Source: an optimization exercise on an open RTL-to-GDS flow (aim: small area). Production flows keep margins and buffers that such runs may drop. Where RTL was checked, it was by simulation tests only, not by an equivalence proof against the original. For run 2, only the layout was checked, not whether the RTL still works. Power figures rest on the tool's default switching activity, not on a simulated workload.

==> flow/design.v <==
package mw_writeback_pkg;
    localparam logic [1:0]  M2SEL_ALU    = 2'b00;
    localparam logic [1:0]  M2SEL_DM     = 2'b01;
    localparam logic [1:0]  M2SEL_PC8    = 2'b10;
    localparam logic [31:0] PC_RESET_VAL = 32'h0000_3000;
    localparam logic [31:0] NOP          = 32'h0;
endpackage
module grf (
    input  logic        i_clk,
    input  logic        i_reset,
    input  logic        i_we,
    input  logic [4:0]  i_waddr,
    input  logic [31:0] i_wdata,
    input  logic [4:0]  i_ra1,
    input  logic [4:0]  i_ra2,
    output logic [31:0] o_rd1,
    output logic [31:0] o_rd2
);
    logic [31:0] r_regs [1:31];
    logic [31:1] w_wen;      
    logic [31:1] w_sel1;     
    logic [31:1] w_sel2;
    logic        w_byp1, w_byp2;
    logic [31:0] w_wdata_r;  
    assign w_wdata_r = i_wdata & {32{!i_reset}};
    always_comb begin
        w_byp1 = 1'b0;
        w_byp2 = 1'b0;
        for (int k = 1; k < 32; k++) begin
            w_wen[k]  = i_we && (i_waddr == 5'(k));
            w_sel1[k] = (i_ra1 == 5'(k)) && !w_wen[k];
            w_sel2[k] = (i_ra2 == 5'(k)) && !w_wen[k];
            w_byp1    = w_byp1 | ((i_ra1 == 5'(k)) && w_wen[k]);
            w_byp2    = w_byp2 | ((i_ra2 == 5'(k)) && w_wen[k]);
        end
    end
    always_ff @(posedge i_clk) begin
        for (int k = 1; k < 32; k++) begin
            if (i_reset || w_wen[k]) r_regs[k] <= w_wdata_r;
        end
    end
    always_comb begin
        o_rd1 = {32{w_byp1}} & i_wdata;
        o_rd2 = {32{w_byp2}} & i_wdata;
        for (int k = 1; k < 32; k++) begin
            o_rd1 = o_rd1 | ({32{w_sel1[k]}} & r_regs[k]);
            o_rd2 = o_rd2 | ({32{w_sel2[k]}} & r_regs[k]);
        end
    end
endmodule
module mw_writeback #(
    parameter logic [31:0] PC_RESET = mw_writeback_pkg::PC_RESET_VAL
) (
    input  logic        clk,
    input  logic        reset,
    input  logic [31:0] instr_m,
    input  logic [31:0] pc_m,
    input  logic [31:0] alu_m,
    input  logic [31:0] dmrd_m,
    output logic [31:0] instr_w,
    output logic [31:0] pc_w,
    input  logic [4:0]  w_rfdst,
    input  logic        rfwr,
    input  logic [1:0]  m2sel,
    output logic [31:0] wd_w,
    input  logic [4:0]  ra1,
    input  logic [4:0]  ra2,
    output logic [31:0] rd1,
    output logic [31:0] rd2
);
    logic [31:0] r_instr;
    logic [31:0] r_pc;
    logic [31:0] r_alu;
    logic [31:0] r_dmrd;
    logic        r_rst;
    logic [31:0] w_wd;
    logic [31:0] w_pc8;
    logic        w_sel_alu, w_sel_dm, w_sel_pc8;
    always_ff @(posedge clk) begin
        r_rst  <= reset;
        r_alu  <= alu_m;
        r_dmrd <= dmrd_m;
        if (reset) begin
            r_instr <= mw_writeback_pkg::NOP;
            r_pc    <= PC_RESET;
        end else begin
            r_instr <= instr_m;
            r_pc    <= pc_m;
        end
    end
    assign w_pc8     = r_pc + 32'd8;
    assign w_sel_alu = (m2sel == mw_writeback_pkg::M2SEL_ALU) && !r_rst;
    assign w_sel_dm  = (m2sel == mw_writeback_pkg::M2SEL_DM)  && !r_rst;
    assign w_sel_pc8 = (m2sel == mw_writeback_pkg::M2SEL_PC8);
    assign w_wd = ({32{w_sel_alu}} & r_alu)
                | ({32{w_sel_dm}}  & r_dmrd)
                | ({32{w_sel_pc8}} & w_pc8);
    assign instr_w = r_instr;
    assign pc_w    = r_pc;
    assign wd_w    = w_wd;
    grf u_grf (
        .i_clk   (clk),
        .i_reset (reset),
        .i_we    (rfwr),
        .i_waddr (w_rfdst),
        .i_wdata (w_wd),
        .i_ra1   (ra1),
        .i_ra2   (ra2),
        .o_rd1   (rd1),
        .o_rd2   (rd2)
    );
endmodule
==> flow/run.sh <==
#!/bin/bash
# synth_recipe.tcl (not shown) runs the flow's synth.tcl, then flattens the netlist and writes it again
# the make line also repeats each setting of config.mk as NAME=value (left out here)
make -C /OpenROAD-flow-scripts/flow DESIGN_CONFIG=/design/flow/config.mk WORK_HOME=/design/flow/orfs CLKGATE_MAP_FILE= SYNTH_SCRIPT=/design/flow/synth_recipe.tcl finish
==> flow/config.mk <==
export PLATFORM = sky130hd
export DESIGN_NAME = mw_writeback
export DESIGN_NICKNAME = mw_writeback
export VERILOG_FILES = /design/flow/design.v
export SDC_FILE = /design/flow/constraint.sdc
export NUM_CORES = 4
export LEC_CHECK = 0
export CAP_MARGIN = 20
export CORE_MARGIN = 2
export CORE_UTILIZATION = 40
export PLACE_DENSITY = 0.6
export SLEW_MARGIN = 20
==> flow/constraint.sdc <==
create_clock -name core_clock -period 6.5 [get_ports {clk}]
set_input_delay 1.3000 -clock core_clock [delete_from_list [all_inputs] [get_ports {clk}]]
set_output_delay 1.3000 -clock core_clock [all_outputs]
set_load 0.01 [all_outputs]
==> results of run 1 <==
==> final cells by class <==
cell class	instances	area (um^2)	share of cell area, %
sequential	1121	32400	54.8
inverter	39	146	0.248
clock inverter	68	753	1.27
multi-input combinational	1875	14200	24.0
timing repair buffer	650	6500	11.0
tap	1524	1910	3.23
antenna	8	20.0	0.0339
clock buffer	149	3180	5.38
==> registers in the layout, summed over array words and instances (netlist names) <==
signal / flops
r_pc: 32
r_instr: 32
r_rst: 1
r_dmrd: 32
u_grf.r_regs: 992
r_alu: 32
==> path summary, 6_finish.rpt <==
check                           start                             to  slack, ns
hold / removal     r_pc[0]$_SDFF_PP0_   u_grf.r_regs[1][0]$_DFFE_PP_       0.88
setup reg to reg  r_pc[14]$_SDFF_PP0_  u_grf.r_regs[1][26]$_DFFE_PP_       2.38
setup / recovery               ra2[2]                         rd2[9]      -0.02
hold reg to reg    r_pc[0]$_SDFF_PP0_   u_grf.r_regs[1][0]$_DFFE_PP_       0.88
==> stage by stage <==
stage               cell area, um^2  TNS [ns]  std cells
floorplan                     46900         0       3301
global placement              55000    -0.330       5204
detailed placement            55100    -0.339       5204
CTS                           59000         0       5423
global route                  59100         0       5426
finish                        59100   -0.0168       5434
==> kinds of logic (layout without fill, tap and decap cells) <==
| logic type | count (synthesis) | after routing |
|---|---|---|
| AOI/OAI and AO/OA | 1171 | 1171 |
| xor gates and xnor gates | 36 | 36 |
| adders and majority gates | 1 | 1 |
| buffers and inverters | 305 | 906 |
| DFF | 1121 | 1121 |
| muxes | 29 | 29 |
| other | 0 | 8 |
| and+or+nand+nor | 638 | 638 |
==> worst reg2reg max path: cells and delay by family, from the launching register on <==
kind            cells  cell delay, ns
simple gates        5            1.65
compound gates      1            0.46
xor+xnor            1            0.59
buf+inv             2            0.64
flops               1            0.61
==> synth_stat cells (13+ instances only) <==
library cell  count  area share, %
edfxtp_1        992             63
a22oi_1         770             12
nand4_1         158            2.1
buf_2           130            1.4
dfxtp_1         129            5.5
clkbuf_1        108           0.86
nor2_1           92           0.74
nand3_1          85           0.91
nor2b_1          67           0.89
a221oi_1         65            1.2
a22o_1           65            1.2
a222oi_1         64            1.4
nand2_1          60           0.48
o21ai_0          54           0.58
a211oi_1         52           0.83
nor3_1           48           0.51
inv_1            39           0.31
mux2i_1          29           0.62
a21oi_1          26           0.28
nand2b_1         26           0.35
nor4_1           26           0.35
xor2_1           22           0.41
and4_1           20           0.37
a21o_1           15           0.24
buf_4            14           0.22
xnor2_1          14           0.26
buf_1            13           0.10
==> metal layers <==
layer,global-route usage (%),routed length (um),vias to the layer above,share of wire [%]
li1,-,-,14800,-
met1,48.0,79100,19600,33
met2,55.4,97100,5071,40
met3,18.4,45000,1300,19
met4,21.9,18400,18,7.7
met5,0.480,167,-,0.070
==> repair_timing <==
item / 4_1_cts / 5_1_grt
resized for setup: 2 / 8
hold endpoints to repair: 0 / 0
buffers inserted: 2 / 3
cloned: 0 / 0
pin swaps: 1 / 1
endpoints found under the setup margin: 3 / 6
==> power by group through the flow <==
stage	sequential [mW]	combinational (mW)	clock (mW)
after CTS	8.51	1.56	6.89
after floorplan	8.57	0.543	0
final	8.53	1.64	6.90
after global placement	8.66	1.56	0
after detailed placement	8.66	1.56	0
after global routing	8.55	1.65	7.18
==> qor.txt, run 1 <==
I/O pin total - 308
Grt ovf - 0
Final min period - 6.52 ns
Via/cell ratio - 7.51
Most common cell after layout, fill and taps aside - edfxtp_1
Final GP Congestion - 0.978
First-pass GRT wire length - 321000 um
Layout Utilization - 50.8%
Area grow syn2layout - 25.9%
Die ar. - 120000 um^2
Total Power - 17.1 mW
Cell-internal power - 12.7 mW
CTS tree - yes
Logic pwr share - 9.6%
Critical path depth - 11
Worst-margin pin slew - 1.31 ns
Final WL - 240000 um
Total of max-cap violations - 0
Cell family with most CP delay - buffers and inverters
Sequential share of power - 50.0%
Pre-antenna DRT Iters - 20
P_leak - 20.6 nW
Row count - 125
Worst IR Drop VDD - 0.222 mV
Fin Hold WS - 0.884 ns
Post-synthesis adder-cell area fraction - 0.0267%
CORE AREA - 116000 um^2
Total Nets Final - 3950
Hold Vio Cnt, Final - 0
Simple-gate share of the synthesized area - 7.65%
Fin crit share - 100%
DRC Markers - 0
Initial Utilization - 40.3%
Cell Area, Synth - 46900 um^2
Clock-pin slew on the worst setup and hold paths - 0.07 ns
Failed Checks - setup timing
RSZ-0062 raised after global routing - no
Post-synthesis sequential area ratio - 69.0%
Worst setup margin - -0.0164 ns
Synth Area in Compound Gates - 19.2%
Via count - 40800
Hold depth - 3
FMAX - 0.153 GHz
Endpoints failing setup - 2
CP bufs+invs - 5
DP Wirelength - 141000 um
Num Clock Sinks - 1121
CP Capture Type - output pin
CP Class - input port to output pin
CP max FO - 13
Worst min-delay path class - flip-flop to flip-flop
Clock root buffer - clkbuf_16
Largest net degree at the start of global routing - 61
Max Transition Viols Final - 0
Initial antenna violation count - 12
Slew margin rel. - 12.7%
Commonest cells after routing, fill and taps aside - edfxtp_1 (992), a22oi_1 (770), clkdlybuf4s50_1 (301)
Ys async rst share - 0%
Worst endpoint required time - 5.20 ns
Synth Register Bits - 1121
Main combinational cell family by area after synthesis - compound AO/OA/AOI/OAI gates
Net Sw Power - 4.34 mW
Status - finished with violations
Wirelength per Cell - 44.1 um
Port Buf Inserts - 307
Ys flop type - edfxtp_1
Share of post-route cells with drive strength above 1 - 16.8%
Power Dens Cells - 289 nW/um^2
Worst setup SP type - input port
CTS Hold Bufs - 0
EDFF count, synth - 992
Largest stage delay on the critical path - 0.88 ns
Post-Syn Instances - 3301
Syn avg cell area - 14.2 um^2
Post-synthesis mux area share - 0.618%
Die Span X - 347 um
Layout fillers - 9873
Routed Antenna Nets - 0
Most used cell, CP - buf_4
Yosys warning count - 3
H-tree levels - 3
XOR/XNOR Fraction of Synth Area - 0.672%
Vias in the first global route - 38300
Clock Skews - 0.0410 ns
Cell variety after synth - 62
Worst-Skew Late Latency - 0.76 ns
Worst path cell trace - clkdlybuf4s50_1 > nand2b_1 > a211oi_4 > buf_4 > a22oi_1 > nand3_1 > nor4_1 > buf_4 > o21ai_0 > buf_4 > clkdlybuf4s50_1
DRT iter0 DRCs - 10400
Cts bufs inserted - 114
FF-to-FF path depth - 9
Clk pwr share - 40.4%
Setup Slack @ Placement - -0.219 ns
Max Root-Sink Buffers - 3
Worst path slowest cell - a211oi_4
Net Sw Frac - 25.4%
Worst path arrival time - 5.22 ns
Die height - 347 um
GRT Total Usage - 38.8%
==> inputs of run 2 (changes only) <==
==> flow/design.v (replaced) <==
package mw_writeback_pkg;
    localparam logic [1:0]  M2SEL_ALU    = 2'b00;
    localparam logic [1:0]  M2SEL_DM     = 2'b01;
    localparam logic [1:0]  M2SEL_PC8    = 2'b10;
    localparam logic [31:0] PC_RESET_VAL = 32'h0000_3000;
    localparam logic [31:0] NOP          = 32'h0;
endpackage
module grf (
    input  logic        i_clk,
    input  logic        i_reset,
    input  logic        i_we,
    input  logic [4:0]  i_waddr,
    input  logic [31:0] i_wdata,
    input  logic [31:0] i_pc,
    input  logic [4:0]  i_ra1,
    input  logic [4:0]  i_ra2,
    output logic [31:0] o_rd1,
    output logic [31:0] o_rd2
);
    logic [31:0] r_regs [32];
    logic        w_wr;
    assign w_wr = i_we && (i_waddr != 5'd0);
    always_ff @(posedge i_clk) begin
        if (i_reset) begin
            for (int i = 0; i < 32; i++) begin
                r_regs[i] <= '0;
            end
        end else if (w_wr) begin
            r_regs[i_waddr] <= i_wdata;
        end
    end
    always_comb begin
        o_rd1 = r_regs[i_ra1];
        if (i_ra1 == 5'd0) begin
            o_rd1 = '0;
        end else if (w_wr && (i_ra1 == i_waddr)) begin
            o_rd1 = i_wdata;
        end
    end
    always_comb begin
        o_rd2 = r_regs[i_ra2];
        if (i_ra2 == 5'd0) begin
            o_rd2 = '0;
        end else if (w_wr && (i_ra2 == i_waddr)) begin
            o_rd2 = i_wdata;
        end
    end
    logic w_unused_pc;
    assign w_unused_pc = ^i_pc;
endmodule
module mw_writeback #(
    parameter logic [31:0] PC_RESET = mw_writeback_pkg::PC_RESET_VAL
) (
    input  logic        clk,
    input  logic        reset,
    input  logic [31:0] instr_m,
    input  logic [31:0] pc_m,
    input  logic [31:0] alu_m,
    input  logic [31:0] dmrd_m,
    output logic [31:0] instr_w,
    output logic [31:0] pc_w,
    input  logic [4:0]  w_rfdst,
    input  logic        rfwr,
    input  logic [1:0]  m2sel,
    output logic [31:0] wd_w,
    input  logic [4:0]  ra1,
    input  logic [4:0]  ra2,
    output logic [31:0] rd1,
    output logic [31:0] rd2
);
    logic [31:0] r_instr;
    logic [31:0] r_pc;
    logic [31:0] r_alu;
    logic [31:0] r_dmrd;
    logic [31:0] w_wd;
    always_ff @(posedge clk) begin
        if (reset) begin
            r_instr <= mw_writeback_pkg::NOP;
            r_pc    <= PC_RESET;
            r_alu   <= '0;
            r_dmrd  <= '0;
        end else begin
            r_instr <= instr_m;
            r_pc    <= pc_m;
            r_alu   <= alu_m;
            r_dmrd  <= dmrd_m;
        end
    end
    always_comb begin
        w_wd = '0;
        case (m2sel)
            mw_writeback_pkg::M2SEL_ALU: w_wd = r_alu;
            mw_writeback_pkg::M2SEL_DM:  w_wd = r_dmrd;
            mw_writeback_pkg::M2SEL_PC8: w_wd = r_pc + 32'd8;
            default:   w_wd = '0;
        endcase
    end
    assign instr_w = r_instr;
    assign pc_w    = r_pc;
    assign wd_w    = w_wd;
    grf u_grf (
        .i_clk   (clk),
        .i_reset (reset),
        .i_we    (rfwr),
        .i_waddr (w_rfdst),
        .i_wdata (w_wd),
        .i_pc    (r_pc),
        .i_ra1   (ra1),
        .i_ra2   (ra2),
        .o_rd1   (rd1),
        .o_rd2   (rd2)
    );
endmodule
==> run 2 against run 1 <==
Against the previous run:
- the run now finishes clean
- sequential share of layout area is 6.0 points lower
- critical path depth is 2 lower
- global-route usage is 9.3 points lower
- setup slack better by 0.19 ns
- combinational power is 38% higher
- die area is 22% higher
- sequential power is 2% lower
- wire length is 9.4% lower
- count of clock-buffer cells in the layout is 17 higher
- hold slack worse by 0.20 ns
- maximum frequency is 3.0% higher
- core utilization is 3.2 points lower
- critical endpoint is now rd1[12]
==> qor.txt, run 2 <==
Die ar. - 147000 um^2 (was 120000 um^2)
Clock Skews - 0.0306 ns (was 0.0410 ns)
Worst min-delay path class - flip-flop to flip-flop (unchanged)
Wirelength per Cell - 33.4 um (was 44.1 um)
Worst setup margin - 0.171 ns (was -0.0164 ns)
CP max FO - 40 (was 13)
Post-synthesis sequential area ratio - 57.9% (was 69.0%)
Worst r2r src - r_pc[3]$_SDFF_PP0_ (was r_pc[14]$_SDFF_PP0_)
FF-to-FF path depth - 8 (was 9)
CTS Hold Bufs - 0 (unchanged)
Fin crit share - 97.4% (was 100%)
Most common cell after layout, fill and taps aside - nor2_1 (was edfxtp_1)
Power Dens Cells - 266 nW/um^2 (was 289 nW/um^2)
RSZ-0062 raised after global routing - no (unchanged)
Max Root-Sink Buffers - 3 (unchanged)
Total Nets Final - 4642 (was 3950)
Post-Syn Instances - 4168 (was 3301)
Cts bufs inserted - 132 (was 114)
Register with the most flip-flops - u_grf.r_regs (unchanged)
Final WL - 217000 um (was 240000 um)
Worst path arrival time - 5.03 ns (was 5.22 ns)
Clk pwr share - 41.1% (was 40.4%)
Worst endpoint required time - 5.20 ns (about the same)
Hold depth - 2 (was 3)
Syn avg cell area - 13.8 um^2 (was 14.2 um^2)
Worst setup SP type - input port (unchanged)
Max Transition Viols Final - 0 (unchanged)
Setup Slack @ Placement - 0.531 ns (was -0.219 ns)
Hold Vio Cnt, Final - 0 (unchanged)
Final min period - 6.33 ns (was 6.52 ns)
Worst IR Drop VDD - 0.251 mV (was 0.222 mV)
Net Sw Frac - 25.3% (was 25.4%)
Most used cell, CP - clkdlybuf4s50_1 (was buf_4)
Port Buf Inserts - 307 (unchanged)
Die Span X - 383 um (was 347 um)
Initial Utilization - 40.2% (was 40.3%)
DRT iter0 DRCs - 6266 (was 10400)
CTS tree - yes (unchanged)
Fin cells - 6495 (was 5434)
Status - complete, no violations (was finished with violations)
Final Cell Area - 68200 um^2 (was 59100 um^2)
H-tree levels - 4 (was 3)
Worst-Skew Late Latency - 0.79 ns (was 0.76 ns)
Worst path slowest cell - a21boi_0 (was a211oi_4)
Ys flop type - edfxtp_1 (unchanged)
Most common cell in the synthesized netlist - nor2_1 (was edfxtp_1)
Commonest cells in the netlist - nor2_1 (1080), edfxtp_1 (1024), mux4_2 (498), clkbuf_1 (264), nor2b_1 (159) (was edfxtp_1 (992), a22oi_1 (770), nand4_1 (158), buf_2 (130), dfxtp_1 (129))
Via count - 41000 (was 40800)
Pre-antenna DRT Iters - 8 (was 20)
Cell Area, Synth - 57600 um^2 (was 46900 um^2)
Die height - 383 um (was 347 um)
Cell family with most CP delay - buffers and inverters (unchanged)
Net Sw Power - 4.58 mW (was 4.34 mW)
Endpoints failing setup - 0 (was 2)
I/O pin total - 308 (unchanged)
Placed cells - 6262 (was 5204)
Post-CTS Resized - 0 (was 2)
Commonest cells after routing, fill and taps aside - nor2_1 (1078), edfxtp_1 (1024), mux4_2 (498) (was edfxtp_1 (992), a22oi_1 (770), clkdlybuf4s50_1 (301))
Vias in the first global route - 41200 (was 38300)
Yosys warning count - 2 (was 3)
Routed Antenna Nets - 0 (unchanged)
Largest net degree at the start of global routing - 137 (was 61)
DRC Markers - 0 (unchanged)
CP Capture Type - output pin (unchanged)
Clock-pin slew on the worst setup and hold paths - 0.06 ns (was 0.07 ns)
FMAX - 0.158 GHz (was 0.153 GHz)
Layout fillers - 12600 (was 9873)
Final GP Congestion - 0.941 (was 0.978)
Min-delay src - r_dmrd[5]$_SDFF_PP0_ (was r_pc[0]$_SDFF_PP0_)
Placed instance area - 64000 um^2 (was 55100 um^2)
Share of post-route cells with drive strength above 1 - 24.2% (was 16.8%)
Via/cell ratio - 6.31 (was 7.51)
Worst R2R End - u_grf.r_regs[24][27]$_SDFFCE_PN0P_ (was u_grf.r_regs[1][26]$_DFFE_PP_)
P_leak - 24.1 nW (was 20.6 nW)
Post-CTS Setup Repair Bufs - 0 (was 2)
GRT Total Usage - 29.5% (was 38.8%)
First-pass GRT wire length - 304000 um (was 321000 um)
Ys async rst share - 0% (unchanged)
Cell-internal power - 13.5 mW (was 12.7 mW)
Largest area contributor in the netlist - edfxtp_1 (unchanged)
DP Wirelength - 141000 um (about the same)
Post-Route Setup TNS - 0 ns (was -0.0168 ns)
Logic pwr share - 12.5% (was 9.6%)
Total Power - 18.1 mW (was 17.1 mW)
Largest stage delay on the critical path - 0.95 ns (was 0.88 ns)
Row count - 139 (was 125)
Worst Hold Path EP - u_grf.r_regs[9][5]$_SDFFCE_PN0P_ (was u_grf.r_regs[1][0]$_DFFE_PP_)
Grt ovf - 0 (unchanged)
Cell variety after synth - 69 (was 62)
Ranking of synthesized cells by area - edfxtp_1 (53%), mux4_2 (19%), nor2_1 (7.0%), dfxtp_1 (4.5%), mux2i_1 (2.0%) (was edfxtp_1 (63%), a22oi_1 (12%), dfxtp_1 (5.5%), nand4_1 (2.1%), buf_2 (1.4%))
Reg-to-reg slack, setup - 3.18 ns (was 2.38 ns)
Sequential share of power - 46.4% (was 50.0%)
Area grow syn2layout - 18.5% (was 25.9%)
CP Class - input port to output pin (unchanged)
Yosys top cell area share - 53.4% (was 63.5%)
Initial antenna violation count - 4 (was 12)
Total of max-cap violations - 0 (unchanged)
Max reg flops - 1024 (was 992)
EDFF count, synth - 1024 (was 992)
Num Clock Sinks - 1152 (was 1121)
CP bufs+invs - 4 (was 5)
Slew margin rel. - 18.8% (was 12.7%)
Synth Register Bits - 1152 (was 1121)
Clock root buffer - clkbuf_16 (unchanged)
CORE AREA - 143000 um^2 (was 116000 um^2)
Worst path cell trace - clkdlybuf4s50_1 > xnor2_1 > nand3_1 > nor4_4 > buf_12 > inv_2 > nand4_1 > a21boi_0 > clkdlybuf4s50_1 (was clkdlybuf4s50_1 > nand2b_1 > a211oi_4 > buf_4 > a22oi_1 > nand3_1 > nor4_1 > buf_4 > o21ai_0 > buf_4 > clkdlybuf4s50_1)
Worst-margin pin slew - 1.21 ns (was 1.31 ns)
run 2: changes by cell type in the layout (fill, tap and decap cells not counted), moves of 61 or more:
cell	change
nor2b_1	+93
a222oi_1	-64
nand3_1	-66
mux4_2	+498
a22o_1	-61
mux2i_1	+84
a211oi_1	+74
nor2_1	+986
nand4_1	-148
a22oi_1	-702
run 2: cell type report:
cell class	count	area [um^2]	area share, %
Antenna cell	3	7.51	0.0110
Clock buffer	166	3560	5.22
Clock inverter	64	664	0.974
Inverter	42	158	0.231
Multi-Input combinational cell	2585	22800	33.4
Sequential cell	1152	33300	48.8
Tap cell	1903	2380	3.49
Timing Repair Buffer	580	5370	7.87
run 2: worst max path at each step:
stage | from | endpoint | depth (start not counted)
3_3_place_gp | w_rfdst[4] | rd1[12] | 9
5_1_grt | w_rfdst[4] | rd1[12] | 9
4_1_cts | w_rfdst[1] | rd1[8] | 9
2_1_floorplan | ra1[0] | rd1[30] | 9
6_report | w_rfdst[4] | rd1[12] | 9
3_5_place_dp | w_rfdst[1] | rd1[8] | 9
run 2: logic make-up after synthesis:
group / share of synthesized area, %
XOR/XNOR: 0.517
AO/OA/AOI/OAI: 4.74
AND/OR/NAND/NOR: 11.2
adder cells (fa/ha/maj): 0.0217
other: 0.00651
buffers and inverters: 3.64
flip-flops: 57.9
multiplexers: 22.0
run 2: power groups by stage:
stage               clock [mW]  combinational, mW  sequential, mW
finish                    7.45               2.27            8.40
global route              7.80               2.34            8.42
floorplan                    0               1.18            8.52
detailed placement           0               2.23            8.55
global placement             0               2.23            8.53
CTS                       7.52               2.24            8.39
run 2: metrics by stage:
stage	hold WS, ns	util (%)
2_1_floorplan	0.601	-
3_3_place_gp	0.698	44.6
3_5_place_dp	0.704	44.6
4_1_cts	0.698	47.6
5_1_grt	0.711	47.6
6_report	0.682	47.6
run 2: tightest hold or removal path: cells and delay by family (launching register included):
family	cells	cell delay, ns
AO/OA/AOI/OAI	1	0.13
flip-flops	1	0.35
AND/OR/NAND/NOR	1	0.12
run 2: metal layers:
layer | up-vias | wire (um) | GRT usage, %
met5 | - | 7 | 0
met4 | 2 | 12600 | 15.2
met3 | 566 | 26700 | 8.14
met2 | 2910 | 99300 | 45.0
met1 | 21100 | 78800 | 38.6
li1 | 16400 | - | -

[separate check: timing with driven ports]
No port has a modelled driver above. Below, the same layouts with a new extraction and two added sets of constraints. Step 1 (the two cells are an assumption about what drives the block):
set clk [get_ports {clk}]
set_driving_cell -lib_cell sky130_fd_sc_hd__clkbuf_16 $clk
set_driving_cell -lib_cell sky130_fd_sc_hd__buf_2 [delete_from_list [all_inputs] $clk]
Step 2, shift: input delay + t, output delay - t, t = (earliest + latest rising clock arrival at the registers) / 2. This alone moves slack from input paths to output paths. a / b / c = no drivers / after step 1 / after step 2; a / b = the first two.
run	shift t [ns]	slack for setup (ns)	worst setup path after step 2	worst register clock-pin slew, ns	cell pins on the clock port's net
run 1	0.811	-0.016 / -0.047 / -0.047	input to output	0.08 / 0.08	1
run 2	0.848	0.171 / 0.148 / 0.148	input to output	0.06 / 0.06	1
The setup slack of run 1, which loses most, moves by -0.031 ns with the drivers and by -0.031 ns with both steps.
